Context: an optimization exercise on an open-source flow, tuned for small area and a short achievable clock period. The choices shown serve that exercise and are no tape-out recipe. Function was checked by simulation only, so behaviour that the tests miss may differ from the original. Power and IR drop assume default switching activity.

==> design/flow/design.v <==
package mips_pkg;
  localparam int REG_ADDR_W = 5;
  localparam int REG_DATA_W = 32;
  typedef logic [REG_ADDR_W-1:0] reg_addr_t;
  typedef logic [REG_DATA_W-1:0] word_t;
  localparam reg_addr_t REG_ZERO = 5'd0;
  function automatic word_t word_mux2(input logic sel, input word_t a, input word_t b);
    word_mux2 = sel ? b : a;
  endfunction
endpackage
module reg_word
#(
  parameter int DATA_W = mips_pkg::REG_DATA_W
) (
  input  logic              clk,
  input  logic              reset_n,
  input  logic              en,
  input  logic [DATA_W-1:0] d,
  output logic [DATA_W-1:0] q
);
  logic [DATA_W-1:0] q_q;
  logic [DATA_W-1:0] q_d;
  always_comb begin
    q_d = q_q;
    if (en) begin
      q_d = d;
    end
  end
  always_ff @(posedge clk or negedge reset_n) begin
    if (!reset_n) begin
      q_q <= '0;
    end else begin
      q_q <= q_d;
    end
  end
  assign q = q_q;
endmodule
module reg_file_32x32
#(
  parameter int DATA_W = mips_pkg::REG_DATA_W,
  parameter int ADDR_W = mips_pkg::REG_ADDR_W
) (
  input  logic              clk,
  input  logic              reset_n,
  input  logic              we,
  input  logic [ADDR_W-1:0] waddr,
  input  logic [DATA_W-1:0] wdata,
  input  logic [ADDR_W-1:0] raddr1,
  input  logic [ADDR_W-1:0] raddr2,
  output logic [DATA_W-1:0] rdata1,
  output logic [DATA_W-1:0] rdata2
);
  mips_pkg::word_t rf [32];
  logic [31:1] wen;
  always_comb begin
    wen = '0;
    for (int i = 1; i < 32; i++) begin
      wen[i] = we && (waddr == mips_pkg::reg_addr_t'(i));
    end
  end
  assign rf[0] = '0;
  for (genvar r = 1; r < 32; r++) begin : g_reg
    reg_word #(.DATA_W(DATA_W)) u_reg_word (
      .clk     (clk),
      .reset_n (reset_n),
      .en      (wen[r]),
      .d       (wdata),
      .q       (rf[r])
    );
  end
  mips_pkg::reg_addr_t ra [2];
  mips_pkg::word_t     rd [2];
  assign ra[0] = raddr1;
  assign ra[1] = raddr2;
  for (genvar p = 0; p < 2; p++) begin : g_port
    mips_pkg::word_t m16 [16];
    mips_pkg::word_t m8  [8];
    mips_pkg::word_t m4  [4];
    mips_pkg::word_t m2  [2];
    mips_pkg::word_t sel;
    logic  bypass;
    for (genvar i = 0; i < 16; i++) begin : g_l1
      assign m16[i] = mips_pkg::word_mux2(ra[p][0], rf[2*i], rf[2*i+1]);
    end
    for (genvar i = 0; i < 8; i++) begin : g_l2
      assign m8[i] = mips_pkg::word_mux2(ra[p][1], m16[2*i], m16[2*i+1]);
    end
    for (genvar i = 0; i < 4; i++) begin : g_l3
      assign m4[i] = mips_pkg::word_mux2(ra[p][2], m8[2*i], m8[2*i+1]);
    end
    for (genvar i = 0; i < 2; i++) begin : g_l4
      assign m2[i] = mips_pkg::word_mux2(ra[p][3], m4[2*i], m4[2*i+1]);
    end
    assign sel = mips_pkg::word_mux2(ra[p][4], m2[0], m2[1]);
    assign bypass = we && (waddr == ra[p]) && (ra[p] != mips_pkg::REG_ZERO);
    assign rd[p] = !reset_n          ? '0    :
                   bypass            ? wdata :
                   (ra[p] == mips_pkg::REG_ZERO) ? '0  : sel;
  end
  assign rdata1 = rd[0];
  assign rdata2 = rd[1];
endmodule
==> design/flow/config.mk <==
export PLATFORM = sky130hd
export DESIGN_NAME = reg_file_32x32
export DESIGN_NICKNAME = reg_file_32x32
export VERILOG_FILES = /design/flow/design.v
export SDC_FILE = /design/flow/constraint.sdc
export NUM_CORES = 4
export LEC_CHECK = 0
export CAP_MARGIN = 20
export CORE_MARGIN = 2
export CORE_UTILIZATION = 40
export SLEW_MARGIN = 20
==> design/flow/run.sh <==
#!/bin/bash
# synth_recipe.tcl (not shown) runs the flow's synth.tcl, then flattens the netlist and writes it again
# the make line also repeats each setting of config.mk as NAME=value (left out here)
make -C /OpenROAD-flow-scripts/flow DESIGN_CONFIG=/design/flow/config.mk WORK_HOME=/design/flow/orfs CLKGATE_MAP_FILE= SYNTH_SCRIPT=/design/flow/synth_recipe.tcl finish
==> design/flow/constraint.sdc <==
create_clock -name core_clock -period 5.5 [get_ports {clk}]
set_input_delay 1.1000 -clock core_clock [delete_from_list [all_inputs] [get_ports {clk}]]
set_output_delay 1.1000 -clock core_clock [all_outputs]
set_load 0.01 [all_outputs]
==> results of run 1 <==
cell type report:
type / instances / area [µm²]
antenna: 8 / 20.0
clock buffer: 160 / 3270
clock inverter: 41 / 504
fill: 11800 / 71800
inverter: 8 / 30.0
multi-input combinational: 2330 / 27200
sequential: 992 / 24800
tap: 1768 / 2210
timing repair buffer: 387 / 3640
cells in the final DEF, fill, tap and decap left out, types with 9 or more instances in the layout:
master / instances
a22oi_1: 51
buf_12: 36
a32o_1: 19
mux2i_1: 89
clkbuf_16: 110
o21ai_0: 32
nand2b_1: 11
clkbuf_8: 33
a211o_1: 14
nor3_1: 41
nor2_4: 13
a221o_1: 22
nand2_2: 9
mux2_2: 1056
a211oi_1: 19
dfrtp_1: 992
a22o_1: 15
o31ai_1: 18
clkdlybuf4s50_1: 102
nand3_1: 27
mux2_1: 11
a21oi_1: 11
mux4_2: 404
clkinv_2: 25
and3_1: 20
and2_1: 10
nand2_1: 105
bufinv_16: 11
clkbuf_1: 17
o211ai_1: 18
o22ai_1: 67
nor2b_1: 15
a221oi_1: 68
nor2_1: 57
buf_4: 241
a2111oi_0: 11
worst max-delay path: stages:
cell             delay (ps)
buf_4                   240
nor2_1                  690
a211o_1                 320
o21ai_4                 110
buf_4                   250
o41ai_1                 770
buf_4                   220
clkdlybuf4s50_1         530
cell usage after synthesis (18+ instances only):
cell	count
a211oi_1	19
a221o_1	22
a221oi_1	68
a22oi_1	51
a32o_1	19
and3_1	20
buf_1	55
buf_2	105
buf_4	29
buf_6	21
clkbuf_1	189
dfrtp_1	992
mux2_2	1056
mux2i_1	89
mux4_2	404
nand2_1	116
nand3_1	31
nor2_1	71
nor2b_1	18
nor3_1	44
o211ai_1	18
o21ai_0	33
o22ai_1	67
o31ai_1	18
report_power, final:
part / internal, µW / switching [µW]
Clock: 4610 / 3180
Combinational: 2720 / 1960
Sequential: 8730 / 1040
Total: 16100 / 6180
worst max path at each step:
stage	start	end	slack, ps
floorplan	raddr2[1]	rdata2[20]	1610
global placement	waddr[4]	rdata1[15]	50
detailed placement	waddr[4]	rdata1[15]	120
CTS	waddr[4]	rdata1[15]	110
global route	waddr[4]	rdata2[16]	70
finish	raddr1[2]	rdata1[15]	110
routing by layer:
metal,up-vias,share of wire (%),global-route usage (%)
met1,20400,41,39.0
li1,14800,-,-
met4,10,4.8,13.0
met2,1926,45,43.3
met5,-,0.098,0.699
met3,428,9.4,7.34
stage by stage:
stage | power [µW] | cells
after floorplan | 12900 | 3734
after global placement | 14300 | 5485
final | 22200 | 5694
after detailed placement | 14500 | 5485
after CTS | 22300 | 5686
after global routing | 23100 | 5688
cells by family (layout without fill, tap and decap cells):
| kind of cell | after synthesis | count (layout) | synth area share, % |
|---|---|---|---|
| compound gates | 409 | 409 | 5.89 |
| xor+xnor | 10 | 10 | 0.163 |
| mux | 1560 | 1560 | 40.9 |
| buf+inv | 412 | 596 | 3.73 |
| other cells | 0 | 8 | 0 |
| flops | 992 | 992 | 46.2 |
| simple gates | 351 | 351 | 3.08 |
==> results by group, run 1 <==
Layout
  – Post-Route Utilization: a little under half
  – Largest registers: g.u_reg_word.q_q (992)
  – Share of layout cells above drive strength 1: between 50 and 60%
  – Number of flip-flops in the largest register: 992
  – Post-route cell area: about 62000 µm²
  – Most flop-heavy register: g.u_reg_word.q_q
  – Final #Nets: a little under 4000
  – Layout area overhead: 14.7%

Placed design
  – Placed cell area: between 50000 and 60000 µm²
  – DP HPWL: approximately 130000 µm
  – I/O Buffers: ~110
  – Place WS: 121 ps
  – RePlAce Congestion: a little over 0.9

GRT
  – Vias in the first global route: ~38000
  – Initial antenna violation count: 9
  – Total global routing overflow: 0
  – Largest net degree at the start of global routing: ~170
  – Total GRT Usage: roughly 29%
  – First-pass GRT wire length: between 200000 and 300000 µm

Setup path
  – R2r startpoint: g_reg[18].u_reg_word.q_q[30]
  – Worst Path Max Fanout: 20
  – WS Path Type: in2out
  – Startpoint types: input pin
  – Crit. End Element: primary output
  – Arr. time, crit path: 4290 ps
  – FF-to-FF End: g_reg[18].u_reg_word.q_q[30]
  – Worst path required time: between 4000 and 5000 ps
  – Flop-to-flop setup slack: about 4700 ps
  – Reg2reg path depth: 1

STA
  – Hold Vio Cnt, Final: 0
  – Endpoints failing setup: 0
  – Rel. slew slack: a little under a fifth
  – Fin. max-slew vios: 0
  – Hold Slack: roughly 220 ps
  – Final WS setup: between 100 and 150 ps
  – Final worst clock skew: 0 ps
  – Min cycle time layout: between 5000 and 6000 ps
  – Fmax: 186 MHz
  – Least-Margin Pin Slew: between 1000 and 1500 ps
  – Total negative slack: 0 ps
  – RSZ-0062 raised after global routing: no
  – Final period util: a little over nine tenths

Hold path
  – Min-delay worst type: in2async

Clock tree
  – Worst skew pair latency: around 720 ps
  – Clock transition at path regs: roughly 60 ps
  – Post-CTS Setup Inserts: 0
  – CTS tree: yes
  – Clock buffer count from CTS: between 100 and 150
  – Max Root-Sink Buffers: 3
  – Root Driver: clkbuf_16
  – CTS sink count: 992
  – Post_cts resized: 0
  – Hold_buf cts: 0
  – H-tree Lvls: 3

Yosys
  – Post-synth top area share: ~46%
  – Post-Syn Area: ~54000 µm²
  – Yosys cell types: 63
  – Largest area contributor in the netlist: dfrtp_1
  – Register area share after synthesis: a little under half
  – Synth Instances: 3734
  – Top_reg_cell synth: dfrtp_1
  – Syn_nets: between 3000 and 4000
  – Syn Area/Cell: about 14 µm²
  – Number of synthesized flops with an enable pin: 0
  – Ranking of synthesized cells by area: dfrtp_1 (46%), mux2_2 (22%), mux4_2 (17%)
  – Flops & latches, synth: ~1000
  – Warnings from Yosys: 24
  – Ys async rst share: 100%

Routing
  – DR vias: 37500
  – DRT Wirelength: 198000 µm
  – DR vias/cell: between 6 and 7
  – DR iter-0 viols: approximately 4000
  – Wirelength per Cell: about 35 µm
  – Detailed Routing Iterations Pass 1: 6
  – Post-DRT Antenna Nets: 0
  – # DRC: 0

Flow run
  – Max Cap Viol: 0

Floorplan
  – Core box area: 133000 µm²
  – Die Width: about 370 µm
  – Ports: ~110
  – Initial Util: between 40% and 50%
  – Die area: roughly 140000 µm²
  – Height of the die: 371 µm
  – Site Rows: around 130

Pwr
  – Power density over cell area: about 360 nW/µm²
  – VDD IR max: ~0.00022 V
  – Leak Pwr: 0.0263 µW

Run status
  – Status: timing/DRC/antenna clean
==> run 2, diff against run 1 <==
==> design/flow/design.v (replaced) <==
package mips_pkg;
  localparam int REG_ADDR_W = 5;
  localparam int REG_DATA_W = 32;
  typedef logic [REG_ADDR_W-1:0] reg_addr_t;
  typedef logic [REG_DATA_W-1:0] word_t;
  localparam reg_addr_t REG_ZERO = 5'd0;
  function automatic word_t word_mux2(input logic sel, input word_t a, input word_t b);
    word_mux2 = sel ? b : a;
  endfunction
endpackage
module reg_word
#(
  parameter int DATA_W = mips_pkg::REG_DATA_W
) (
  input  logic              clk,
  input  logic              en,
  input  logic [DATA_W-1:0] d,
  output logic [DATA_W-1:0] q
);
  logic [DATA_W-1:0] q_q;
  always_ff @(posedge clk) begin
    if (en) begin
      q_q <= d;
    end
  end
  assign q = q_q;
endmodule
module rf_read_decode (
  input  logic        reset_n,
  input  logic        we,
  input  logic [4:0]  waddr,
  input  logic [4:0]  raddr,
  input  logic [31:1] valid,
  input  logic [31:1] wen,
  output logic [31:0] sel
);
  always_comb begin
    sel[0] = reset_n && we && (waddr == raddr) && (raddr != 5'd0);
    for (int i = 1; i < 32; i++) begin
      sel[i] = valid[i] && !wen[i] && (raddr == 5'(i));
    end
  end
endmodule
module rf_read_bit (
  input  logic [31:0] sel,
  input  logic [31:0] d,
  output logic        q
);
  assign q = |(sel & d);
endmodule
module reg_file_32x32
#(
  parameter int DATA_W = mips_pkg::REG_DATA_W,
  parameter int ADDR_W = mips_pkg::REG_ADDR_W
) (
  input  logic              clk,
  input  logic              reset_n,
  input  logic              we,
  input  logic [ADDR_W-1:0] waddr,
  input  logic [DATA_W-1:0] wdata,
  input  logic [ADDR_W-1:0] raddr1,
  input  logic [ADDR_W-1:0] raddr2,
  output logic [DATA_W-1:0] rdata1,
  output logic [DATA_W-1:0] rdata2
);
  mips_pkg::word_t rf [32];
  logic [31:1] wen;
  always_comb begin
    wen = '0;
    for (int i = 1; i < 32; i++) begin
      wen[i] = we && (waddr == mips_pkg::reg_addr_t'(i));
    end
  end
  logic [31:1] valid_q;
  always_ff @(posedge clk or negedge reset_n) begin
    if (!reset_n) begin
      valid_q <= '0;
    end else begin
      valid_q <= valid_q | wen;
    end
  end
  assign rf[0] = wdata;
  for (genvar r = 1; r < 32; r++) begin : g_reg
    reg_word #(.DATA_W(DATA_W)) u_reg_word (
      .clk (clk),
      .en  (wen[r]),
      .d   (wdata),
      .q   (rf[r])
    );
  end
  mips_pkg::reg_addr_t ra [2];
  mips_pkg::word_t     rd [2];
  assign ra[0] = raddr1;
  assign ra[1] = raddr2;
  for (genvar p = 0; p < 2; p++) begin : g_port
    logic [31:0] sel;
    rf_read_decode u_dec (
      .reset_n (reset_n),
      .we      (we),
      .waddr   (waddr),
      .raddr   (ra[p]),
      .valid   (valid_q),
      .wen     (wen),
      .sel     (sel)
    );
    for (genvar b = 0; b < DATA_W; b++) begin : g_bit
      logic [31:0] col;
      for (genvar r = 0; r < 32; r++) begin : g_col
        assign col[r] = rf[r][b];
      end
      rf_read_bit u_bit (
        .sel (sel),
        .d   (col),
        .q   (rd[p][b])
      );
    end
  end
  assign rdata1 = rd[0];
  assign rdata2 = rd[1];
endmodule
--- a/design/flow/config.mk
+++ b/design/flow/config.mk
@@ -9,3 +9,5 @@
 export CORE_MARGIN = 2
-export CORE_UTILIZATION = 40
+export CORE_UTILIZATION = 60
+export SETUP_SLACK_MARGIN = 1.5
 export SLEW_MARGIN = 20
+export SYNTH_HIERARCHICAL = 1
==> run 2 against run 1 <==
  * Hold slack gained 300 ps
  * Combinational power shrank 69%
  * Utilization grew 34 points
  * Global-route usage grew 21 points
  * Synthesized cell count shrank 31%
  * Clock power shrank 9.2%
  * Critical path type unchanged
  * Setup slack gained 450 ps
  * Largest power group unchanged
==> results by group, run 2 <==
Run status
  – Status: timing/DRC/antenna clean

Routing
  – DR iter-0 viols: 8501 (+110%)
  – DR vias: 36100 (-3.7%)
  – Detailed Routing Iterations Pass 1: 12 (+6)
  – DRT Wirelength: 190000 µm (-4.1%)
  – # DRC: 0 (unchanged)
  – Wirelength per Cell: 44.0 µm (+27%)
  – DR vias/cell: 8.37 (+27%)
  – Post-DRT Antenna Nets: 0 (unchanged)

Yosys
  – Largest area contributor in the netlist: edfxtp_1
  – Commonest cells post-synth: edfxtp_1 (992), a22oi_1 (960), nand4_1 (257)
  – Post-Syn Area: 42200 µm² (-22%)
  – Post-synth top area share: 70.6% (+24 points)
  – Ys async rst share: 3.03% (-97 points)
  – Top-count cell post-synth: edfxtp_1
  – Yosys cell types: 30 (-52%)
  – Flops & latches, synth: 1023 (+3.1%)
  – Ranking of synthesized cells by area: edfxtp_1 (71%), a22oi_1 (17%), nand4_1 (3.8%)
  – Register area share after synthesis: 72.5% (+26 points)
  – Synth Instances: 2572 (-31%)
  – Syn_nets: 2622 (-31%)
  – Number of synthesized flops with an enable pin: 992 (+992)
  – Top_reg_cell synth: edfxtp_1
  – Warnings from Yosys: 14 (-42%)
  – Syn Area/Cell: 16.4 µm² (+14%)

STA
  – Final worst clock skew: 0 ps (unchanged)
  – Fin. max-slew vios: 0 (unchanged)
  – Hold Vio Cnt, Final: 0 (unchanged)
  – Endpoints failing setup: 0 (unchanged)
  – Final period util: 89.8% (-8.2 points)
  – Rel. slew slack: 31.8% (+13 points)
  – Fmax: 203 MHz (+9.2%)
  – Hold Slack: 518 ps (+295 ps)
  – RSZ-0062 raised after global routing: yes
  – Least-Margin Pin Slew: 1020 ps (-192 ps)
  – Total negative slack: 0 ps (unchanged)
  – Final WS setup: 562 ps (+452 ps)
  – Min cycle time layout: 4940 ps (-452 ps)

Floorplan
  – Die area: 72400 µm² (-47%)
  – Ports: 114 (unchanged)
  – Site Rows: 97 (-28%)
  – Die Width: 269 µm (-27%)
  – Height of the die: 269 µm (-27%)
  – Core box area: 69800 µm² (-48%)
  – Initial Util: 60.4% (+20 points)

Layout
  – Number of flip-flops in the largest register: 992 (unchanged)
  – Most frequent cells in the layout: edfxtp_1 (992), a22oi_1 (768), buf_4 (304), nand4_1 (257), a22oi_2 (256)
  – Share of layout cells above drive strength 1: 34.3% (-16 points)
  – Most flop-heavy register: g.u_reg_word.q_q
  – Post-route insts no fill: 4313 (-24%)
  – Most common cell after layout, fill and taps aside: edfxtp_1
  – Largest registers: g.u_reg_word.q_q (992), valid_q (31)
  – Layout area overhead: 33.0%
  – Final #Nets: 3332 (-14%)
  – Post-route cell area: 56100 µm² (-9.0%)

Hold path
  – Hold depth: 1
  – Min-delay worst type: reg2reg

Pwr
  – Power density over cell area: 309 nW/µm² (-14%)
  – VDD IR max: 0.000263 V (+22%)
  – Leak Pwr: 0.0178 µW (-32%)

Clock tree
  – Root Driver: clkbuf_16
  – Clock buffer count from CTS: 103 (-4.6%)
  – Max Root-Sink Buffers: 3 (unchanged)
  – H-tree Lvls: 3 (unchanged)
  – Worst skew pair latency: 680 ps (-40 ps)
  – Clock transition at path regs: 60 ps (about the same)
  – CTS tree: yes
  – CTS sink count: 1023 (+3.1%)

GRT
  – Largest net degree at the start of global routing: 34 (-80%)
  – Initial antenna violation count: 10 (+1)
  – Total GRT Usage: 49.9% (+21 points)
  – Vias in the first global route: 34000 (-10%)
  – First-pass GRT wire length: 252000 µm (-11%)
  – Total global routing overflow: 0 (unchanged)

Setup path
  – Worst Path Max Fanout: 8 (-60%)
  – Crit. End Element: primary output
  – Worst path required time: 4400 ps (about the same)
  – Crit. path cell count: 11 (+3)
  – Crit-path leading delay family: simple AND/OR/NAND/NOR gates
  – WS Path Type: in2out
  – Arr. time, crit path: 3840 ps (-450 ps)
  – Worst path buffer plus inverter count: 5 (+1)
  – CP max stage delay: 680 ps (-90 ps)
  – Crit-path cells: buf_8 -> or4b_4 -> buf_6 -> nor2_4 -> nor4b_4 -> buf_12 -> buf_12 -> a22oi_2 -> nand4_1 -> or4_4 -> buf_6
  – Slowest CP cell: or4_4
  – Startpoint types: input pin
  – Reg2reg path depth: 1 (unchanged)

Flow run
  – Max Cap Viol: 0 (unchanged)

Placed design
  – I/O Buffers: 113 (unchanged)
  – RePlAce Congestion: 0.996 (+9.3%)
  – Cell count after placement: 3942 (-28%)
  – Placed cell area: 49000 µm² (-15%)
  – DP HPWL: 105000 µm (-17%)
  – Place WS: -225 ps (-346 ps)
-- run 2: cell types whose count changed in the layout (fill, tap and decap cells not counted), sizes merged, moves of 279 or more --
cell / before / now
dfrtp: 992 / 31
mux2: 1067 / 0
a22oi: 51 / 1024
mux4: 404 / 0
edfxtp: 0 / 992
buf: 285 / 564
-- run 2: area by class of cell --
type                            count  area (µm²)
Clock buffer                      132        2730
Fill cell                        3636       13700
Multi-Input combinational cell   1530       13900
Inverter                            2        7.51
Clock inverter                     56         606
Timing Repair Buffer              622        7110
Tap cell                          940        1180
Antenna cell                        8        20.0
Sequential cell                  1023       30600
-- run 2: Yosys stat by module (local to each module, per instance), a selection --
| module | copies in the design | cells inside |
|---|---|---|
| reg_file_32x32 | 1 | 120 |
| rf_read_bit | 64 | 21 |
| rf_read_decode | 2 | 58 |
-- run 2: final timing paths --
kind	from	to	slack (ps)
worst max register to register	valid_q[29]	valid_q[29]	4650
worst min register to register	valid_q[14]	valid_q[14]	520
worst min-delay path	valid_q[14]	valid_q[14]	520
worst max-delay path	waddr[1]	rdata1[2]	560
max in group asynchronous	reset_n	valid_q[16]	4290
min in group asynchronous	reset_n	valid_q[3]	870
-- run 2: kinds of logic (layout without fill, tap and decap cells) --
logic type             count (synthesis)  after routing  share of synthesized area [%]
buffers and inverters                 19            812                          0.205
flip-flops                          1023           1023                           72.5
XOR/XNOR                               8              8                          0.166
AND/OR/NAND/NOR                      461            461                           7.47
other                                  0              8                              0
AO/OA/AOI/OAI                       1061           1061                           19.7
-- run 2: through the flow --
step	utilization (%)	power [µW]
floorplan	-	9430
global placement	70.1	10100
detailed placement	70.3	10200
CTS	78.5	17100
global route	80.4	17600
finish	80.4	17300
-- run 2: repair_timing --
| action | in CTS | in global routing |
|---|---|---|
| pin swaps | 192 | 155 |
| hold buffers | 0 | 0 |
| gates cloned | 15 | 10 |
| gates resized for setup | 522 | 179 |
| setup endpoints to repair | 64 | 64 |
| buffers inserted | 105 | 45 |
-- run 2: metal layers --
layer | routed length, µm | GRT usage, % | share of wire (%) | up-vias
met3 | 34400 | 21.5 | 18 | 1156
met2 | 77900 | 69.8 | 41 | 4280
met5 | 233 | 0.461 | 0.12 | -
met4 | 17400 | 33.3 | 9.2 | 18
li1 | - | - | - | 13200
met1 | 59900 | 63.4 | 32 | 17500
-- run 2: power breakdown --
part	total (µW)	switching [µW]	internal [µW]	leakage (µW)
clock network	7070	3050	4020	0.00162
registers	8810	119	8690	0.00929
logic	1460	812	644	0.00693
==> run 3, diff against run 2 <==
--- a/design/flow/config.mk
+++ b/design/flow/config.mk
@@ -9,4 +9,3 @@
 export CORE_MARGIN = 2
-export CORE_UTILIZATION = 60
-export SETUP_SLACK_MARGIN = 1.5
+export CORE_UTILIZATION = 40
 export SLEW_MARGIN = 20
==> run 3 against run 2 <==
  * The layout now fails its checks (negative setup slack)
  * Count of clock-buffer cells in the layout decreased by 10
  * Non-clock buffer count decreased by 14
  * Clock power about the same
  * Via count decreased by 6.8%
  * Final cell count increased by 10%
  * Largest power group unchanged
==> results by group, run 3 <==
Yosys
  – Synth Instances: 2572 (unchanged)
  – Post-Syn Area: 42200 µm² (unchanged)
  – XOR/XNOR share of the synthesized area: 0.166% (unchanged)
  – Commonest cells post-synth: edfxtp_1 (992), a22oi_1 (960), nand4_1 (257)
  – Synth Area in Compound Gates: 19.7% (unchanged)
  – Top_reg_cell synth: edfxtp_1
  – Syn_nets: 2622 (unchanged)
  – Post-synth top area share: 70.6% (unchanged)
  – Top-count cell post-synth: edfxtp_1
  – Syn Area/Cell: 16.4 µm² (unchanged)
  – Ys async rst share: 3.03% (unchanged)
  – Largest area contributor in the netlist: edfxtp_1
  – Ranking of synthesized cells by area: edfxtp_1 (71%), a22oi_1 (17%), nand4_1 (3.8%)
  – Flops & latches, synth: 1023 (unchanged)
  – Main combinational cell family by area after synthesis: compound AO/OA/AOI/OAI gates
  – Warnings from Yosys: 14 (unchanged)
  – Post-Synth Simple-Gate Area: 7.47% (unchanged)
  – Post-Synth Adder-Cell Area: 0% (unchanged)
  – Register area share after synthesis: 72.5% (unchanged)
  – Yosys cell types: 30 (unchanged)
  – Mux share of post-synthesis cell area: 0% (unchanged)
  – Number of synthesized flops with an enable pin: 992 (unchanged)

STA
  – Min cycle time layout: 5530 ps (+593 ps)
  – Hold Vio Cnt, Final: 0 (unchanged)
  – Least-Margin Pin Slew: 1040 ps (+18.0 ps)
  – Fmax: 181 MHz (-11%)
  – Fin. max-slew vios: 0 (unchanged)
  – Total negative slack: -30.9 ps (-30.9 ps)
  – Final WS setup: -30.9 ps (-593 ps)
  – Final worst clock skew: 0 ps (unchanged)
  – Rel. slew slack: 30.6% (-1.2 points)
  – RSZ-0062 raised after global routing: no
  – Endpoints failing setup: 1 (+1)
  – Final period util: 101% (+11 points)

Clock tree
  – CTS tree: yes
  – Clock transition at path regs: 60 ps (about the same)
  – Max Root-Sink Buffers: 3 (unchanged)
  – CTS sink count: 1023 (unchanged)
  – H-tree Lvls: 3 (unchanged)
  – Root Driver: clkbuf_16
  – Clock buffer count from CTS: 103 (unchanged)
  – Worst skew pair latency: 690 ps (about the same)

Floorplan
  – Ports: 114 (unchanged)
  – Die Width: 329 µm (+22%)
  – Core box area: 105000 µm² (+50%)
  – Initial Util: 40.2% (-20 points)
  – Site Rows: 119 (+23%)
  – Height of the die: 329 µm (+22%)
  – Die area: 108000 µm² (+49%)

Setup path
  – Crit. End Element: primary output
  – R2r startpoint: valid_q[9]
  – Flop-to-flop setup slack: 4750 ps (+100 ps)
  – Slowest CP cell: nor4b_4
  – FF-to-FF End: valid_q[9]
  – Most common cell type on the critical path: clkdlybuf4s50_1
  – Reg2reg path depth: 1 (unchanged)
  – WS Path Type: in2out
  – Arr. time, crit path: 4430 ps (+590 ps)
  – Crit-path cells: clkdlybuf4s50_1 -> nand2b_4 -> or2_2 -> nor4b_4 -> buf_6 -> buf_4 -> a22oi_1 -> nand4_1 -> or4_4 -> clkdlybuf4s50_1
  – CP max stage delay: 830 ps (+150 ps)
  – Startpoint types: input pin
  – Worst Path Max Fanout: 6 (-2)
  – Worst path required time: 4400 ps (about the same)

Pwr
  – VDD IR max: 0.000248 V (-5.6%)
  – Leak Pwr: 0.0174 µW (-2.5%)
  – Power density over cell area: 316 nW/µm² (+2.2%)
  – Total power draw: 17200 µW (-1.0%)

Routing
  – DR vias/cell: 7.09 (-15%)
  – # DRC: 0 (unchanged)
  – Detailed Routing Iterations Pass 1: 9 (-3)
  – DR vias: 33600 (-6.8%)
  – Wirelength per Cell: 36.0 µm (-18%)
  – Post-DRT Antenna Nets: 0 (unchanged)
  – DRT Wirelength: 171000 µm (-9.9%)
  – DR iter-0 viols: 6926 (-19%)

Placed design
  – I/O Buffers: 113 (unchanged)
  – DP HPWL: 111000 µm (+5.9%)
  – Place WS: -386 ps (-161 ps)
  – RePlAce Congestion: 0.930 (-6.6%)

Layout
  – # fillers: 8446 (+130%)
  – Number of flip-flops in the largest register: 992 (unchanged)
  – Most frequent cells in the layout: edfxtp_1 (992), a22oi_1 (957), buf_4 (390), nand4_1 (257), clkbuf_16 (105)
  – Reg area: 30600 µm² (unchanged)
  – Largest registers: g.u_reg_word.q_q (992), valid_q (31)
  – Multi-input gate area: 12700 µm² (-8.4%)
  – Most common cell after layout, fill and taps aside: edfxtp_1
  – Final #Nets: 3318 (-0.42%)
  – Share of layout cells above drive strength 1: 24.9% (-9.4 points)
  – Layout area overhead: 28.9%
  – Most flop-heavy register: g.u_reg_word.q_q

Flow run
  – Max Cap Viol: 0 (unchanged)

Run status
  – Status: failed layout checks
  – Layout check fault list: negative setup slack

Hold path
  – Hold wc startpoint: valid_q[29]
  – Min-delay worst type: reg2reg
  – Sink of the worst hold path: valid_q[29]
  – Hold depth: 1 (unchanged)

GRT
  – Total GRT Usage: 30.7% (-19 points)
  – Total global routing overflow: 0 (unchanged)
  – First-pass GRT wire length: 236000 µm (-6.3%)
  – Initial antenna violation count: 7 (-3)
  – Vias in the first global route: 32900 (-3.4%)
  – Largest net degree at the start of global routing: 34 (unchanged)
==> run 3: worst max-delay path by stage <==
| stage | start | to | slack (ps) | cells past startpoint |
|---|---|---|---|---|
| 2_1_floorplan | waddr[1] | rdata1[0] | 150 | 8 |
| 3_3_place_gp | raddr1[3] | rdata1[21] | -520 | 9 |
| 3_5_place_dp | waddr[0] | rdata1[0] | -390 | 12 |
| 4_1_cts | raddr1[3] | rdata1[12] | 10 | 10 |
| 5_1_grt | raddr1[0] | rdata1[12] | 2 | 13 |
| 6_report | raddr1[3] | rdata1[1] | -30 | 10 |
==> run 3: kinds of logic (layout without fill, tap and decap cells) <==
logic type / Yosys count / count (layout)
AOI/OAI and AO/OA: 1061 / 1061
xor gates and xnor gates: 8 / 8
buffers and inverters: 19 / 798
DFF: 1023 / 1023
other: 0 / 5
and+or+nand+nor: 461 / 461
==> run 3: critical path, delay by kind of cell <==
family	cells	cell delay [ps]
AOI/OAI and AO/OA	1	60
buffers and inverters	4	1510
and+or+nand+nor	5	1750
==> run 3: per-stage QoR <==
stage	instance area [µm²]	hold WS [ps]	util (%)	cells
final	54400	519	51.8	4747
after global routing	54400	521	51.8	4743
after CTS	54200	518	51.6	4727
after detailed placement	50200	497	47.9	4482
after global placement	50000	484	47.6	4459
after floorplan	42600	448	-	2572
==> run 3: timing repair <==
action | 4_1_cts | 5_1_grt
hold buffers | 0 | 0
pin swaps | 41 | 13
setup buffers | 57 | 15
endpoints found under the setup margin | 64 | 17
resized for setup | 68 | 10
==> run 3: modules after synthesis (local to each module, per instance), a selection <==
module	flip-flops and latches	cells	cell area, µm²	times used
reg_file_32x32	31	120	1300	1
rf_read_bit	0	21	158	64
rf_read_decode	0	58	493	2
==> run 3: final cells by class <==
type                            count  area share [%]
Antenna cell                        5          0.0230
Clock inverter                     66            1.21
Timing Repair Buffer              608            11.0
Tap cell                         1391            3.20
Multi-Input combinational cell   1530            23.4
Sequential cell                  1023            56.2
Clock buffer                      122            4.95
Inverter                            2          0.0138
==> run 3: routing by layer <==
layer  wire (µm)  GRT usage [%]
met5          13              0
met4        9060           14.6
met3       25200           9.84
met2       74900           45.9
met1       61800           40.7
==> run 3: report_power, final <==
| group | leakage [µW] | total [µW] | internal [µW] | switching [µW] |
|---|---|---|---|---|
| logic | 0.00649 | 1320 | 569 | 755 |
| registers | 0.00929 | 8790 | 8690 | 96.0 |
| clock network | 0.00163 | 7060 | 4090 | 2970 |
==> run 4, diff against run 3 <==
==> design/flow/flow/run.sh (new file) <==
#!/bin/bash
# Layout flow: the standard flow, run unchanged for synthesis, then with
# the port buffers given an explicit cell (instead of the resizer's pick of a
# delay cell) and sizing free to change a cell's footprint.
set -euo pipefail
bash standard.sh synth > synth.log 2>&1
bash standard.sh MATCH_CELL_FOOTPRINT=0 \
  "BUFFER_PORTS_ARGS=-buffer_cell sky130_fd_sc_hd__buf_2" \
  finish > layout.log 2>&1
==> design/flow/standard.sh (new file) <==
#!/bin/bash
# synth_recipe.tcl (not shown) runs the flow's synth.tcl, then flattens the netlist and writes it again
# the make line also repeats each setting of config.mk as NAME=value (left out here)
make -C /OpenROAD-flow-scripts/flow DESIGN_CONFIG=/design/flow/config.mk WORK_HOME=/design/flow/orfs CLKGATE_MAP_FILE= SYNTH_SCRIPT=/design/flow/synth_recipe.tcl "${@:-finish}"
--- a/design/flow/config.mk
+++ b/design/flow/config.mk
@@ -9,3 +9,4 @@
 export CORE_MARGIN = 2
-export CORE_UTILIZATION = 40
+export CORE_UTILIZATION = 60
+export SETUP_SLACK_MARGIN = 1.5
 export SLEW_MARGIN = 20
removed: design/flow/run.sh
==> run 4 against run 3 <==
  * The run now finishes clean
  * Synthesized cell count did not move
  * Final area decreased by 3.1%
  * Sequential share of layout area increased by 1.8 points
  * Fmax increased by 17%
  * Highest routed layer unchanged
  * Via count grew 2.6%
  * Final cell count fell by 14%
  * Non-clock buffer count decreased by 234
  * Sequential power barely moved
  * Power fell by 0.18%
  * Clock power down 0.7%
==> results by group, run 4 <==
Yosys
  – Syn Area/Cell: 16.4 µm² (unchanged)
  – Syn_nets: 2622 (unchanged)
  – Yosys cell types: 30 (unchanged)
  – Synth Instances: 2572 (unchanged)
  – Top-count cell post-synth: edfxtp_1
  – Largest area contributor in the netlist: edfxtp_1
  – Post-Syn Area: 42200 µm² (unchanged)
  – Register area share after synthesis: 72.5% (unchanged)
  – Ranking of synthesized cells by area: edfxtp_1 (71%), a22oi_1 (17%), nand4_1 (3.8%)
  – Flops & latches, synth: 1023 (unchanged)
  – Warnings from Yosys: 14 (unchanged)
  – Number of synthesized flops with an enable pin: 992 (unchanged)
  – Top_reg_cell synth: edfxtp_1
  – Ys async rst share: 3.03% (unchanged)
  – Commonest cells post-synth: edfxtp_1 (992), a22oi_1 (960), nand4_1 (257)
  – Post-synth top area share: 70.6% (unchanged)

Layout
  – Post-route cell area: 52700 µm² (-3.1%)
  – Share of layout cells above drive strength 1: 28.8% (+3.9 points)
  – Largest registers: g.u_reg_word.q_q (992), valid_q (31)
  – Most flop-heavy register: g.u_reg_word.q_q
  – Layout area overhead: 25.0%
  – Final #Nets: 3084 (-7.1%)
  – Most frequent cells in the layout: edfxtp_1 (992), a22oi_1 (838), nand4_1 (257), a22oi_2 (186), buf_4 (143)
  – Most common cell after layout, fill and taps aside: edfxtp_1
  – # fillers: 4175 (-51%)
  – Number of flip-flops in the largest register: 992 (unchanged)

Clock tree
  – CTS tree: yes
  – H-tree Lvls: 3 (unchanged)
  – Clock buffer count from CTS: 103 (unchanged)
  – Max Root-Sink Buffers: 3 (unchanged)
  – Hold_buf cts: 0 (unchanged)
  – Root Driver: clkbuf_16
  – Worst skew pair latency: 680 ps (about the same)
  – Clock transition at path regs: 60 ps (about the same)
  – CTS sink count: 1023 (unchanged)

Placed design
  – I/O Buffers: 113 (unchanged)
  – RePlAce Congestion: 0.932 (+0.21%)
  – Placed cell area: 46500 µm² (-7.5%)
  – DP HPWL: 93900 µm (-15%)

Floorplan
  – Die Width: 269 µm (-18%)
  – Core box area: 69800 µm² (-34%)
  – Site Rows: 97 (-18%)
  – Height of the die: 269 µm (-18%)
  – Ports: 114 (unchanged)
  – Initial Util: 60.4% (+20 points)
  – Die area: 72400 µm² (-33%)

Pwr
  – Leak Pwr: 0.0163 µW (-6.5%)
  – Sw Share: 22.6% (+0.31 points)
  – P_int: 13300 µW (-0.58%)
  – Clock share of power: 40.9% (-0.2 points)
  – Sequential Power Share: 51.3% (about the same)
  – NetSw: 3870 µW (+1.2%)
  – VDD IR max: 0.000404 V (+63%)
  – Logic pwr share: 7.8% (about the same)
  – Power density over cell area: 325 nW/µm² (+3.0%)

Routing
  – # DRC: 0 (unchanged)
  – Post-DRT Antenna Nets: 0 (unchanged)
  – DR vias/cell: 8.50 (+20%)
  – DRT Wirelength: 181000 µm (+5.6%)
  – DR iter-0 viols: 7556 (+9.1%)
  – Detailed Routing Iterations Pass 1: 11 (+2)
  – Wirelength per Cell: 44.4 µm (+23%)
  – DR vias: 34500 (+2.6%)

STA
  – Final worst clock skew: 0 ps (unchanged)
  – Final period util: 86.0% (-15 points)
  – Total negative slack: 0 ps (+30.9 ps)
  – Endpoints failing setup: 0 (-1)
  – Fin. max-slew vios: 0 (unchanged)
  – Rel. slew slack: 25.9% (-4.7 points)
  – Hold Vio Cnt, Final: 0 (unchanged)
  – Min cycle time layout: 4730 ps (-800 ps)
  – RSZ-0062 raised after global routing: yes
  – Fmax: 211 MHz (+17%)
  – Least-Margin Pin Slew: 1110 ps (+69.7 ps)

Setup path
  – Slowest CP cell: or4_4
  – Startpoint types: input pin
  – Crit-path cells: buf_12 -> nand4b_1 -> buf_4 -> buf_6 -> nor2_4 -> nor4b_4 -> buf_6 -> buf_4 -> a22oi_1 -> nand4_1 -> or4_4 -> buf_2
  – Worst path required time: 4400 ps (about the same)
  – WS Path Type: in2out
  – CP max stage delay: 610 ps (-220 ps)
  – Crit. End Element: primary output
  – Worst Path Max Fanout: 7 (+1)
  – Arr. time, crit path: 3630 ps (-800 ps)

GRT
  – Total GRT Usage: 47.8% (+17 points)
  – Vias in the first global route: 33000 (+0.44%)
  – Largest net degree at the start of global routing: 34 (unchanged)
  – Total global routing overflow: 0 (unchanged)
  – First-pass GRT wire length: 242000 µm (+2.3%)
  – Initial antenna violation count: 8 (+1)

Run status
  – Status: timing/DRC/antenna clean

Flow run
  – Max Cap Viol: 0 (unchanged)

Hold path
  – Min-delay worst type: reg2reg
run 4: cell counts after synthesis:
Identical to the previous run, type by type.
run 4: final cells by class:
type	count	area, µm²	share of cell area, %
repair buffers	374	4000	7.58
multi-input cells	1530	13600	25.8
clock inverters	68	663	1.26
well taps	940	1180	2.23
clock buffers	121	2690	5.10
flip-flops and latches	1023	30600	58.0
inverters	2	11.3	0.0214
diodes	5	12.5	0.0237
run 4: path summary, 6_finish.rpt:
| check | startpoint | end | slack, ps | depth (start not counted) |
|---|---|---|---|---|
| min in group asynchronous | reset_n | valid_q[17] | 520 | 2 |
| min reg2reg | valid_q[3] | valid_q[3] | 510 | 1 |
| max reg2reg | valid_q[4] | valid_q[4] | 4730 | 1 |
| max | waddr[1] | rdata2[3] | 770 | 12 |
| max in group asynchronous | reset_n | valid_q[14] | 4640 | 2 |
| min | valid_q[3] | valid_q[3] | 510 | 1 |
run 4: power groups by stage:
stage	Clock (µW)	Sequential, µW	Combinational [µW]
final	7010	8790	1330
after global routing	7320	8800	1350
after CTS	7000	8780	1220
after detailed placement	0	8940	1090
after global placement	0	8930	1070
after floorplan	0	8920	576
run 4: per-module statistics from Yosys, one instance, submodules excluded, excerpt:
| module | cell area, µm² | cells inside | flops+latches | times used |
|---|---|---|---|---|
| reg_file_32x32 | 1300 | 120 | 31 | 1 |
| rf_read_bit | 158 | 21 | 0 | 64 |
| rf_read_decode | 493 | 58 | 0 | 2 |
run 4: metal layers:
metal | track usage, % | vias to the layer above | share of wire (%)
li1 | - | 12700 | -
met4 | 29.0 | 16 | 7.8
met5 | 0.526 | - | 0.13
met3 | 19.4 | 978 | 18
met1 | 62.8 | 16800 | 32
met2 | 66.8 | 4112 | 41
run 4: cells by family after synthesis:
logic type,share of synthesized area [%]
simple gates,7.47
buf+inv,0.205
xor+xnor,0.166
compound gates,19.7
flops,72.5
run 4: worst max-delay path, delay by kind of cell:
family | cells | cell delay (ps)
simple gates | 5 | 1350
buf+inv | 6 | 970
compound gates | 1 | 190
run 4: through the flow:
| stage | instances | total power, µW | hold slack (ps) | worst slack (ps) | utilization [%] |
|---|---|---|---|---|---|
| after CTS | 4014 | 17000 | 492 | 855 | 73.8 |
| after global routing | 4059 | 17500 | 523 | 759 | 75.5 |
| after floorplan | 2572 | 9490 | 468 | 746 | - |
| final | 4063 | 17100 | 511 | 769 | 75.5 |
| after global placement | 3762 | 10000 | 488 | 107 | 66.6 |
| after detailed placement | 3765 | 10000 | 493 | 424 | 66.6 |
run 4: repair_timing:
item | CTS | global route
gates cloned | 12 | 9
setup buffers | 48 | 35
endpoints found under the setup margin | 64 | 64
gates resized for setup | 252 | 137
pin swaps | 110 | 104
==> run 5, diff against run 4 <==
--- a/design/flow/design.v
+++ b/design/flow/design.v
@@ -27,2 +27,38 @@
 endmodule
+module rf_or8 (
+  input  logic [7:0] sel,
+  input  logic [7:0] d,
+  output logic       y
+);
+  assign y = |(sel & d);
+endmodule
+module rf_nor2 (
+  input  logic a, b,
+  output logic y
+);
+  assign y = ~(a | b);
+endmodule
+module rf_nand2 (
+  input  logic a, b,
+  output logic y
+);
+  assign y = ~(a & b);
+endmodule
+module rf_write_decode (
+  input  logic        we,
+  input  logic [4:0]  waddr,
+  output logic [31:1] wen,
+  output logic [31:1] wen_n
+);
+  logic [3:0] lo;
+  logic [7:0] hi;
+  always_comb begin
+    for (int j = 0; j < 4; j++) lo[j] = we && (waddr[1:0] == 2'(j));
+    for (int j = 0; j < 8; j++) hi[j] = (waddr[4:2] == 3'(j));
+    for (int i = 1; i < 32; i++) begin
+      wen[i]   = lo[i % 4] && hi[i / 4];
+      wen_n[i] = !(lo[i % 4] && hi[i / 4]);
+    end
+  end
+endmodule
 module rf_read_decode (
@@ -33,9 +69,13 @@
   input  logic [31:1] valid,
-  input  logic [31:1] wen,
+  input  logic [31:1] wen_n,
   output logic [31:0] sel
 );
+  logic [3:0] lo;
+  logic [7:0] hi;
   always_comb begin
     sel[0] = reset_n && we && (waddr == raddr) && (raddr != 5'd0);
+    for (int j = 0; j < 4; j++) lo[j] = (raddr[1:0] == 2'(j));
+    for (int j = 0; j < 8; j++) hi[j] = (raddr[4:2] == 3'(j));
     for (int i = 1; i < 32; i++) begin
-      sel[i] = valid[i] && !wen[i] && (raddr == 5'(i));
+      sel[i] = lo[i % 4] && hi[i / 4] && valid[i] && wen_n[i];
     end
@@ -48,3 +88,11 @@
 );
-  assign q = |(sel & d);
+  logic [3:0]  u;
+  logic [1:0]  v;
+  for (genvar k = 0; k < 4; k++) begin : g_u
+    rf_or8 u_u (.sel(sel[8*k+7:8*k]), .d(d[8*k+7:8*k]), .y(u[k]));
+  end
+  for (genvar k = 0; k < 2; k++) begin : g_v
+    rf_nor2 u_v (.a(u[2*k]), .b(u[2*k+1]), .y(v[k]));
+  end
+  rf_nand2 u_q (.a(v[0]), .b(v[1]), .y(q));
 endmodule
@@ -67,8 +115,9 @@
   logic [31:1] wen;
-  always_comb begin
-    wen = '0;
-    for (int i = 1; i < 32; i++) begin
-      wen[i] = we && (waddr == mips_pkg::reg_addr_t'(i));
-    end
-  end
+  logic [31:1] wen_n;
+  rf_write_decode u_wdec (
+    .we    (we),
+    .waddr (waddr),
+    .wen   (wen),
+    .wen_n (wen_n)
+  );
   logic [31:1] valid_q;
@@ -102,3 +151,3 @@
       .valid   (valid_q),
-      .wen     (wen),
+      .wen_n   (wen_n),
       .sel     (sel)
==> design/flow/run.sh (new file) <==
#!/bin/bash
# synth_recipe.tcl (not shown) runs the flow's synth.tcl, then flattens the netlist and writes it again
# the make line also repeats each setting of config.mk as NAME=value (left out here)
make -C /OpenROAD-flow-scripts/flow DESIGN_CONFIG=/design/flow/config.mk WORK_HOME=/design/flow/orfs CLKGATE_MAP_FILE= SYNTH_SCRIPT=/design/flow/synth_recipe.tcl finish
removed: design/flow/flow/run.sh
removed: design/flow/standard.sh
==> run 5 against run 4 <==
  * Via count is 8.0% higher
  * Routed wire length is 9.5% higher
  * Clock power rose by 3.1%
  * Fmax increased by 0.36%
  * Count of clock-buffer cells in the layout up 1
  * First-iteration DRC count up 14%
  * Final cell count increased by 10%
  * Synthesized area about the same
  * Hold slack got worse by 20 ps
  * Sequential share of layout area shrank 4.0 points
  * Sequential power about the same
  * Setup slack better by 17 ps
  * Critical path type unchanged
  * Largest power group unchanged
==> results by group, run 5 <==
GRT
  – Total global routing overflow: 0 (unchanged)
  – Largest net degree at the start of global routing: 34 (unchanged)
  – First-pass GRT wire length: 256000 µm (+5.8%)
  – Total GRT Usage: 50.7% (+2.9 points)
  – Initial antenna violation count: 6 (-2)
  – Vias in the first global route: 34300 (+4.0%)

Layout
  – Share of layout cells above drive strength 1: 33.7% (+4.9 points)
  – Most flop-heavy register: g.u_reg_word.q_q
  – # fillers: 3518 (-16%)
  – Largest registers: g.u_reg_word.q_q (992), valid_q (31)
  – Final #Nets: 3514 (+14%)
  – Layout area overhead: 34.2%
  – Most common cell after layout, fill and taps aside: edfxtp_1
  – Most frequent cells in the layout: edfxtp_1 (992), a22oi_1 (822), buf_4 (260), nand4_1 (259), a22oi_2 (202)
  – Post-Route Utilization: 81.1% (+5.6 points)
  – Number of flip-flops in the largest register: 992 (unchanged)

Clock tree
  – Hold_buf cts: 0 (unchanged)
  – Max Root-Sink Buffers: 3 (unchanged)
  – Clock buffer count from CTS: 102 (-0.97%)
  – H-tree Lvls: 3 (unchanged)
  – Worst skew pair latency: 700 ps (+20 ps)
  – Root Driver: clkbuf_16
  – CTS tree: yes
  – Clock transition at path regs: 60 ps (about the same)
  – CTS sink count: 1023 (unchanged)

Setup path
  – WS Path Type: in2out
  – Worst path required time: 4400 ps (about the same)
  – Worst Path Max Fanout: 8 (+1)
  – Arr. time, crit path: 3610 ps (-20 ps)
  – Startpoint types: input pin
  – Crit. End Element: primary output

Routing
  – DR iter-0 viols: 8607 (+14%)
  – Wirelength per Cell: 44.1 µm (-0.84%)
  – # DRC: 0 (unchanged)
  – DR vias/cell: 8.31 (-2.2%)
  – DR vias: 37300 (+8.0%)
  – Detailed Routing Iterations Pass 1: 8 (-3)
  – Post-DRT Antenna Nets: 0 (unchanged)
  – DRT Wirelength: 198000 µm (+9.5%)

Yosys
  – Register area share after synthesis: 72.5% (about the same)
  – Top-count cell post-synth: a22oi_1
  – Synth Area in Compound Gates: 18.3% (-1.4 points)
  – Top_reg_cell synth: edfxtp_1
  – Ranking of synthesized cells by area: edfxtp_1 (71%), a22oi_1 (18%), nand4_1 (3.8%)
  – Warnings from Yosys: 15 (+1)
  – Post-Synth Adder-Cell Area: 0% (unchanged)
  – Mux share of post-synthesis cell area: 0% (unchanged)
  – Synth Instances: 2764 (+7.5%)
  – Main combinational cell family by area after synthesis: compound AO/OA/AOI/OAI gates
  – Commonest cells post-synth: a22oi_1 (1024), edfxtp_1 (992), nand4_1 (259)
  – Post-synth top area share: 70.6% (about the same)
  – XOR/XNOR share of the synthesized area: 0.208% (+0.041 points)
  – Ys async rst share: 3.03% (unchanged)
  – Syn Area/Cell: 15.3 µm² (-6.9%)
  – Largest area contributor in the netlist: edfxtp_1
  – Flops & latches, synth: 1023 (unchanged)
  – Post-Synth Simple-Gate Area: 8.87% (+1.4 points)
  – Number of synthesized flops with an enable pin: 992 (unchanged)
  – Post-Syn Area: 42200 µm² (about the same)
  – Syn_nets: 2814 (+7.3%)
  – Yosys cell types: 30 (unchanged)

Floorplan
  – Height of the die: 269 µm (about the same)
  – Initial Util: 60.4% (about the same)
  – Die Width: 269 µm (about the same)
  – Core box area: 69800 µm² (unchanged)
  – Ports: 114 (unchanged)
  – Site Rows: 97 (unchanged)
  – Die area: 72400 µm² (about the same)

Pwr
  – Power density over cell area: 311 nW/µm² (-4.3%)
  – Leak Pwr: 0.0182 µW (+12%)
  – VDD IR max: 0.000290 V (-28%)

Run status
  – Status: timing/DRC/antenna clean

STA
  – Fmax: 212 MHz (+0.36%)
  – RSZ-0062 raised after global routing: yes
  – Final WS setup: 786 ps (+17.0 ps)
  – Least-Margin Pin Slew: 1210 ps (+99.3 ps)
  – Fin. max-slew vios: 0 (unchanged)
  – Total negative slack: 0 ps (unchanged)
  – Endpoints failing setup: 0 (unchanged)
  – Hold Vio Cnt, Final: 0 (unchanged)
  – Min cycle time layout: 4710 ps (-17.0 ps)
  – Final worst clock skew: 0 ps (unchanged)
  – Rel. slew slack: 19.4% (-6.6 points)
  – Final period util: 85.7% (-0.31 points)

Placed design
  – I/O Buffers: 113 (unchanged)
  – Place WS: -12.8 ps (-437 ps)
  – RePlAce Congestion: 0.995 (+6.7%)
  – DP HPWL: 89100 µm (-5.1%)

Flow run
  – Max Cap Viol: 0 (unchanged)

Hold path
  – Min-delay worst type: reg2reg
-- run 5: changes by cell type after synthesis, sizes merged, moves of 22 or more --
cell and change:
nand3 +22, nor4b -61, o21bai -33, nand2 +99, or4 -64, and4 +31, nor2 +153
-- run 5: final timing paths --
check / from / end / slack (ps) / cells past startpoint
setup / recovery: waddr[3] / rdata2[12] / 790 / 14
hold / removal: valid_q[10] / valid_q[10] / 490 / 1
setup reg to reg: valid_q[28] / valid_q[28] / 4650 / 1
hold reg to reg: valid_q[10] / valid_q[10] / 490 / 1
max in group asynchronous: reset_n / valid_q[30] / 4680 / 2
min in group asynchronous: reset_n / valid_q[3] / 580 / 2
-- run 5: logic make-up after synthesis --
logic type / after synthesis
XOR/XNOR: 10
buffers and inverters: 16
AND/OR/NAND/NOR: 689
flip-flops: 1023
AO/OA/AOI/OAI: 1026
-- run 5: layout make-up --
class | count | area, µm² | share of cell area (%)
flip-flops and latches | 1023 | 30600 | 54.0
multi-input cells | 1739 | 14100 | 25.0
repair buffers | 598 | 7330 | 12.9
clock buffers | 122 | 2650 | 4.68
well taps | 940 | 1180 | 2.08
clock inverters | 63 | 752 | 1.33
diodes | 3 | 7.51 | 0.0133
-- run 5: modules after synthesis (local to each module, per instance), excerpt --
module,copies in the design,area [µm²],flip-flops and latches
reg_file_32x32,1,970,31
rf_or8,256,36.3,0
rf_nand2,64,3.75,0
rf_nor2,128,3.75,0
rf_write_decode,1,488,0
rf_read_decode,2,463,0
-- run 5: report_power, final --
| group | switching (µW) | internal (µW) | leakage [µW] | total, µW |
|---|---|---|---|---|
| combinational | 1030 | 558 | 0.00723 | 1590 |
| clock | 3090 | 4150 | 0.00165 | 7230 |
| sequential | 112 | 8690 | 0.00929 | 8800 |
| total | 4230 | 13400 | 0.0182 | 17600 |
-- run 5: timing repair --
| item | CTS | global route |
|---|---|---|
| setup endpoints to repair | 64 | 64 |
| buffers inserted | 141 | 82 |
| gates cloned | 54 | 13 |
| resized for setup | 641 | 325 |
| pin swaps | 240 | 288 |
| hold endpoints to repair | 0 | 0 |
-- run 5: layer usage --
| layer | GRT usage [%] | share of wire (%) | vias to the layer above |
|---|---|---|---|
| met3 | 20.2 | 19 | 1213 |
| met2 | 73.2 | 41 | 4600 |
| met5 | 0.263 | 0.035 | - |
| met4 | 35.4 | 10 | 6 |
| met1 | 62.9 | 29 | 17900 |
| li1 | - | - | 13600 |
-- run 5: through the flow --
| step | power (µW) | cells | area [µm²] | hold slack [ps] |
|---|---|---|---|---|
| 6_report | 17600 | 4488 | 56600 | 491 |
| 3_3_place_gp | 10100 | 4010 | 47200 | 453 |
| 5_1_grt | 17900 | 4485 | 56600 | 505 |
| 3_5_place_dp | 10100 | 4010 | 47200 | 456 |
| 2_1_floorplan | 9340 | 2764 | 42400 | 438 |
| 4_1_cts | 17300 | 4390 | 54600 | 477 |
-- run 5: critical path, stage by stage --
cell,delay [ps]
buf_8,100
buf_6,120
buf_6,120
nor4b_4,370
buf_4,200
nand2_4,40
and4_4,250
buf_12,160
clkbuf_16,170
a22oi_2,150
nand4_1,260
nor2_2,300
nand2_1,90
buf_2,140
==> run 6, diff against run 5 <==
==> design/flow/flow/run.sh (new file) <==
#!/bin/bash
# Layout flow: the standard flow, run unchanged for synthesis, then with
# the port buffers given an explicit cell (instead of the resizer's pick of a
# delay cell) and sizing free to change a cell's footprint.
set -euo pipefail
bash standard.sh synth > synth.log 2>&1
bash standard.sh MATCH_CELL_FOOTPRINT=0 \
  "BUFFER_PORTS_ARGS=-buffer_cell sky130_fd_sc_hd__buf_2" \
  finish > layout.log 2>&1
==> design/flow/standard.sh (new file) <==
#!/bin/bash
# synth_recipe.tcl (not shown) runs the flow's synth.tcl, then flattens the netlist and writes it again
# the make line also repeats each setting of config.mk as NAME=value (left out here)
make -C /OpenROAD-flow-scripts/flow DESIGN_CONFIG=/design/flow/config.mk WORK_HOME=/design/flow/orfs CLKGATE_MAP_FILE= SYNTH_SCRIPT=/design/flow/synth_recipe.tcl "${@:-finish}"
--- a/design/flow/config.mk
+++ b/design/flow/config.mk
@@ -9,3 +9,6 @@
 export CORE_MARGIN = 2
-export CORE_UTILIZATION = 60
+export CORE_UTILIZATION = 50
+export CTS_BUF_LIST = sky130_fd_sc_hd__clkbuf_16
+export CTS_CLUSTER_DIAMETER = 100
+export CTS_CLUSTER_SIZE = 30
 export SETUP_SLACK_MARGIN = 1.5
removed: design/flow/run.sh
==> run 6 against run 5 <==
  * Still clean
  * Largest power group unchanged
  * Count of clock-buffer cells in the layout down 79
  * Setup slack better by 280 ps
  * Critical path depth down 2
  * Routed wire length down 4.8%
  * Final area down 5.6%
==> results by group, run 6 <==
Run status
  – Status: timing/DRC/antenna clean

Yosys
  – Mux share of post-synthesis cell area: 0% (unchanged)
  – Warnings from Yosys: 15 (unchanged)
  – Yosys cell types: 30 (unchanged)
  – Number of synthesized flops with an enable pin: 992 (unchanged)
  – Top-count cell post-synth: a22oi_1
  – Ranking of synthesized cells by area: edfxtp_1 (71%), a22oi_1 (18%), nand4_1 (3.8%)
  – Top_reg_cell synth: edfxtp_1
  – Main combinational cell family by area after synthesis: compound AO/OA/AOI/OAI gates
  – Ys async rst share: 3.03% (unchanged)
  – Flops & latches, synth: 1023 (unchanged)
  – Register area share after synthesis: 72.5% (unchanged)
  – Post-Synth Adder-Cell Area: 0% (unchanged)
  – Synth Area in Compound Gates: 18.3% (unchanged)
  – Syn_nets: 2814 (unchanged)
  – Largest area contributor in the netlist: edfxtp_1
  – Post-Synth Simple-Gate Area: 8.87% (unchanged)
  – Post-synth top area share: 70.6% (unchanged)
  – Commonest cells post-synth: a22oi_1 (1024), edfxtp_1 (992), nand4_1 (259)
  – Synth Instances: 2764 (unchanged)
  – Post-Syn Area: 42200 µm² (unchanged)
  – Syn Area/Cell: 15.3 µm² (unchanged)
  – XOR/XNOR share of the synthesized area: 0.208% (unchanged)

STA
  – Fin. max-slew vios: 0 (unchanged)
  – Final period util: 80.5% (-5.2 points)
  – Rel. slew slack: 26.8% (+7.5 points)
  – Min cycle time layout: 4430 ps (-283 ps)
  – RSZ-0062 raised after global routing: yes
  – Total negative slack: 0 ps (unchanged)
  – Final worst clock skew: 0 ps (unchanged)
  – Fmax: 226 MHz (+6.4%)
  – Least-Margin Pin Slew: 1090 ps (-111 ps)
  – Endpoints failing setup: 0 (unchanged)
  – Hold Vio Cnt, Final: 0 (unchanged)

Clock tree
  – CTS sink count: 1023 (unchanged)
  – H-tree Lvls: 2 (-1)
  – Worst skew pair latency: 650 ps (-50 ps)
  – Root Driver: clkbuf_16
  – Clock buffer count from CTS: 42 (-59%)
  – Clock transition at path regs: 120 ps (+60 ps)
  – Max Root-Sink Buffers: 3 (unchanged)
  – CTS tree: yes

Setup path
  – Worst path required time: 4400 ps (about the same)
  – Crit. End Element: primary output
  – Startpoint types: input pin
  – Worst Path Max Fanout: 7 (-1)
  – WS Path Type: in2out
  – Arr. time, crit path: 3330 ps (-280 ps)

Floorplan
  – Ports: 114 (unchanged)
  – Die Width: 294 µm (+9.4%)
  – Initial Util: 50.5% (-10 points)
  – Die area: 86700 µm² (+20%)
  – Height of the die: 294 µm (+9.4%)
  – Core box area: 83600 µm² (+20%)
  – Site Rows: 106 (+9.3%)

GRT
  – Initial antenna violation count: 10 (+4)
  – Total global routing overflow: 0 (unchanged)
  – Largest net degree at the start of global routing: 34 (unchanged)
  – Vias in the first global route: 33000 (-4.0%)
  – GRT met1 Usage: 51.4% (-11 points)
  – Total GRT Usage: 42.1% (-8.7 points)
  – GR met3 Demand/Resource: 15.2% (-5.0 points)
  – GR peak layer: met2
  – Met2 usage: 62.3% (-11 points)
  – First-pass GRT wire length: 253000 µm (-1.4%)

Pwr
  – VDD IR max: 0.000240 V (-17%)
  – Leak Pwr: 0.0167 µW (-8.2%)
  – Total power draw: 14300 µW (-19%)
  – Power density over cell area: 268 nW/µm² (-14%)

Routing
  – Post-DRT Antenna Nets: 0 (unchanged)
  – # DRC: 0 (unchanged)
  – DR vias/cell: 7.89 (-5.1%)
  – DR vias: 35100 (-5.9%)
  – Detailed Routing Iterations Pass 1: 9 (+1)
  – Wirelength per Cell: 42.3 µm (-4.0%)
  – DRT Wirelength: 188000 µm (-4.8%)
  – DR iter-0 viols: 6741 (-22%)

Placed design
  – I/O Buffers: 113 (unchanged)
  – Placed cell area: 45600 µm² (-3.3%)
  – RePlAce Congestion: 0.928 (-6.7%)
  – DP HPWL: 92700 µm (+4.0%)

Flow run
  – Max Cap Viol: 0 (unchanged)

Layout
  – Most frequent cells in the layout: edfxtp_1 (992), a22oi_1 (830), nand4_1 (259), buf_4 (214), a22oi_2 (194)
  – Number of flip-flops in the largest register: 992 (unchanged)
  – Layout area overhead: 26.7%
  – Post-Route Utilization: 64.0% (-17 points)
  – Share of layout cells above drive strength 1: 32.2% (-1.5 points)
  – Most common cell after layout, fill and taps aside: edfxtp_1
  – Largest registers: g.u_reg_word.q_q (992), valid_q (31)
  – Post-route cell area: 53400 µm² (-5.6%)
  – Final #Nets: 3393 (-3.4%)
  – Most flop-heavy register: g.u_reg_word.q_q

Hold path
  – Min-delay worst type: in2async
## run 6: cell count changes in the layout (fill, tap and decap cells not counted), sizes merged, moves of 14 or more
cell,change
clkinv,-32
clkdlybuf4s50,-32
and4,+33
clkbuf,-77
bufinv,-14
buf,-53
## run 6: final cells by class
class	count	area [µm²]
tap	1080	1350
sequential	1023	30600
clock buffer	43	1080
antenna	8	20.0
multi-input combinational	1770	14600
clock inverter	20	185
timing repair buffer	506	5600
fill	5932	30100
## run 6: metrics by stage
step / cells / hold slack (ps) / worst slack (ps)
CTS: 4404 / 320 / 1210
finish: 4450 / 324 / 1070
detailed placement: 4064 / 470 / 633
floorplan: 2764 / 438 / 1650
global route: 4442 / 333 / 1090
global placement: 4063 / 453 / 586
## run 6: timing repair
| action | 4_1_cts | 5_1_grt |
|---|---|---|
| setup buffers | 220 | 34 |
| gates cloned | 57 | 4 |
| endpoints found under the setup margin | 64 | 64 |
| hold buffers | 0 | 0 |
| pin swaps | 286 | 214 |
| resized for setup | 584 | 181 |
## run 6: critical path: stages
cell and delay (ps):
buf_12 110, and4bb_4 460, buf_6 140, nand2_4 60, and4_4 260, buf_12 160
clkbuf_16 160, a22oi_1 180, nand4_1 200, nor2_4 270, nand2_2 80, buf_2 140
## run 6: modules after synthesis, one instance, submodules excluded, excerpt
| module | flops+latches | copies in the design | cells | area (µm²) |
|---|---|---|---|---|
| reg_file_32x32 | 31 | 1 | 62 | 970 |
| rf_nand2 | 0 | 64 | 1 | 3.75 |
| rf_nor2 | 0 | 128 | 1 | 3.75 |
| rf_or8 | 0 | 256 | 5 | 36.3 |
| rf_read_decode | 0 | 2 | 71 | 463 |
| rf_write_decode | 0 | 1 | 96 | 488 |
## run 6: per-layer routing
layer  share of wire [%]  vias to the layer above
met5               0.054                        -
met4                 9.2                       10
met3                  16                      918
met2                  43                     3544
met1                  32                    17300
li1                    -                    13400
## run 6: worst paths after layout
| kind | startpoint | to | slack, ps | cells after the start |
|---|---|---|---|---|
| hold reg to reg | valid_q[31] | valid_q[31] | 530 | 1 |
| hold / removal | reset_n | valid_q[24] | 320 | 1 |
| setup / recovery | waddr[4] | rdata1[14] | 1070 | 12 |
| min in group core_clock | valid_q[31] | valid_q[31] | 530 | 1 |
| max in group asynchronous | reset_n | valid_q[18] | 4500 | 2 |
| setup reg to reg | valid_q[16] | valid_q[16] | 4460 | 1 |
## run 6: logic make-up (layout without fill, tap and decap cells)
group / Yosys count / after routing
buf+inv: 16 / 569
flops: 1023 / 1023
other cells: 0 / 8
xor+xnor: 10 / 10
simple gates: 689 / 734
compound gates: 1026 / 1026
## run 6: power breakdown
part	switching [µW]	internal [µW]
Combinational	993	520
Clock	2450	1520
Sequential	163	8680
Total	3600	10700
==> run 7, diff against run 6 <==
--- a/design/flow/config.mk
+++ b/design/flow/config.mk
@@ -10,5 +10,3 @@
 export CORE_UTILIZATION = 50
-export CTS_BUF_LIST = sky130_fd_sc_hd__clkbuf_16
-export CTS_CLUSTER_DIAMETER = 100
-export CTS_CLUSTER_SIZE = 30
+export CTS_BUF_LIST = sky130_fd_sc_hd__clkbuf_8
 export SETUP_SLACK_MARGIN = 1.5
==> run 7 against run 6 <==
  * Register-to-register slack got worse by 20 ps
  * Clock power rose by 59%
  * Sequential power barely moved
  * Utilization rose by 1.9 points
  * Largest power group unchanged
  * Critical endpoint is now rdata1[17]
==> results by group, run 7 <==
STA
  – Endpoints failing setup: 0 (unchanged)
  – Final period util: 79.4% (-1.1 points)
  – Fmax: 229 MHz (+1.4%)
  – Final worst clock skew: 0 ps (unchanged)
  – Total negative slack: 0 ps (unchanged)
  – Fin. max-slew vios: 0 (unchanged)

Floorplan
  – Core box area: 83600 µm² (unchanged)
  – Height of the die: 294 µm (unchanged)
  – Die area: 86700 µm² (unchanged)
  – Site Rows: 106 (unchanged)
  – Ports: 114 (unchanged)
  – Die Width: 294 µm (unchanged)

Layout
  – Most frequent cells in the layout: edfxtp_1 (992), a22oi_1 (832), nand4_1 (259), a22oi_2 (192), buf_4 (186)
  – Most common cell after layout, fill and taps aside: edfxtp_1
  – Reg area: 30600 µm² (unchanged)
  – Multi-input gate area: 14700 µm² (about the same)

Pwr
  – Power density over cell area: 303 nW/µm² (+13%)
  – VDD IR max: 0.000245 V (+2.1%)

Clock tree
  – Worst skew pair latency: 860 ps (+210 ps)
  – Clock transition at path regs: 60 ps (-60 ps)
  – Clock buffer count from CTS: 169 (+300%)
  – Root Driver: clkbuf_8
  – CTS sink count: 1023 (unchanged)

Routing
  – DRT Wirelength: 191000 µm (+1.4%)
  – Detailed Routing Iterations Pass 1: 9 (unchanged)
  – Post-DRT Antenna Nets: 0 (unchanged)
  – Wirelength per Cell: 41.0 µm (-3.2%)

Setup path
  – Worst Path Max Fanout: 6 (-1)
  – CP max stage delay: 430 ps (-30 ps)
  – Worst path required time: 4400 ps (about the same)
  – WS Path Type: in2out
  – Crit. End Element: primary output

Yosys
  – Commonest cells post-synth: a22oi_1 (1024), edfxtp_1 (992), nand4_1 (259)
  – Largest area contributor in the netlist: edfxtp_1
  – Ranking of synthesized cells by area: edfxtp_1 (71%), a22oi_1 (18%), nand4_1 (3.8%)
  – Post-synth top area share: 70.6% (unchanged)
  – Post-Synth Adder-Cell Area: 0% (unchanged)
  – Syn Area/Cell: 15.3 µm² (unchanged)
  – Main combinational cell family by area after synthesis: compound AO/OA/AOI/OAI gates
  – Number of synthesized flops with an enable pin: 992 (unchanged)
  – Mux share of post-synthesis cell area: 0% (unchanged)
  – Synth Area in Compound Gates: 18.3% (unchanged)

Placed design
  – RePlAce Congestion: 0.928 (unchanged)

Run status
  – Status: timing/DRC/antenna clean

GRT
  – Total global routing overflow: 0 (unchanged)
  – Vias in the first global route: 33500 (+1.5%)
  – Initial antenna violation count: 14 (+4)
  – Total GRT Usage: 41.4% (-0.64 points)

Flow run
  – Max Cap Viol: 0 (unchanged)
[run 7: logic make-up after synthesis]
logic type | count (synthesis)
AOI/OAI and AO/OA | 1026
DFF | 1023
and+or+nand+nor | 689
buffers and inverters | 16
xor gates and xnor gates | 10
[run 7: per-layer routing]
metal / track usage [%] / up-vias / routed length (µm)
li1: - / 13700 / -
met1: 51.7 / 17700 / 61000
met2: 61.7 / 3688 / 81500
met3: 13.9 / 1017 / 30500
met4: 27.2 / 8 / 17900
met5: 0 / - / 80
[run 7: critical path, delay by kind of cell]
kind | cells | cell delay, ps
compound gates | 1 | 150
buf+inv | 3 | 450
simple gates | 6 | 1550
[run 7: area by class of cell]
class / count / area share, %
Timing Repair Buffer: 470 / 9.70
Clock buffer: 173 / 4.33
Multi-Input combinational cell: 1773 / 26.6
Clock inverter: 131 / 1.27
Sequential cell: 1023 / 55.6
Antenna cell: 10 / 0.0455
Tap cell: 1080 / 2.46
[run 7: worst paths after layout]
check / startpoint / endpoint / slack [ps] / cells after the start
setup / recovery: waddr[4] / rdata1[17] / 1130 / 10
hold / removal: reset_n / valid_q[31] / 130 / 1
setup reg to reg: valid_q[19] / valid_q[19] / 4440 / 1
hold reg to reg: valid_q[28] / valid_q[28] / 510 / 1
max in group asynchronous: reset_n / valid_q[21] / 4730 / 2
min in group core_clock: valid_q[28] / valid_q[28] / 510 / 1
[run 7: modules after synthesis, one instance, submodules excluded, a selection]
module           copies in the design  cells
reg_file_32x32                      1     62
rf_nand2                           64      1
rf_nor2                           128      1
rf_or8                            256      5
rf_read_decode                      2     71
rf_write_decode                     1     96
[run 7: report_power, final]
part           internal [µW]  switching, µW
Combinational            515            986
Sequential              8700            169
Clock                   3120           3170
[run 7: per-stage QoR]
stage / power, µW / area (µm²) / cells / hold WS [ps]
after global routing: 17000 / 55000 / 4655 / 123
after detailed placement: 9940 / 45600 / 4064 / 470
after floorplan: 9340 / 42400 / 2764 / 438
after CTS: 16400 / 52900 / 4574 / 88.8
after global placement: 9920 / 45600 / 4063 / 453
final: 16700 / 55000 / 4660 / 134
[run 7: what timing repair did]
action / CTS / global route
hold buffers: 0 / 0
gates cloned: 47 / 20
pin swaps: 200 / 270
gates resized for setup: 471 / 279
setup endpoints to repair: 64 / 64
hold endpoints to repair: 0 / 0
buffers inserted: 159 / 56
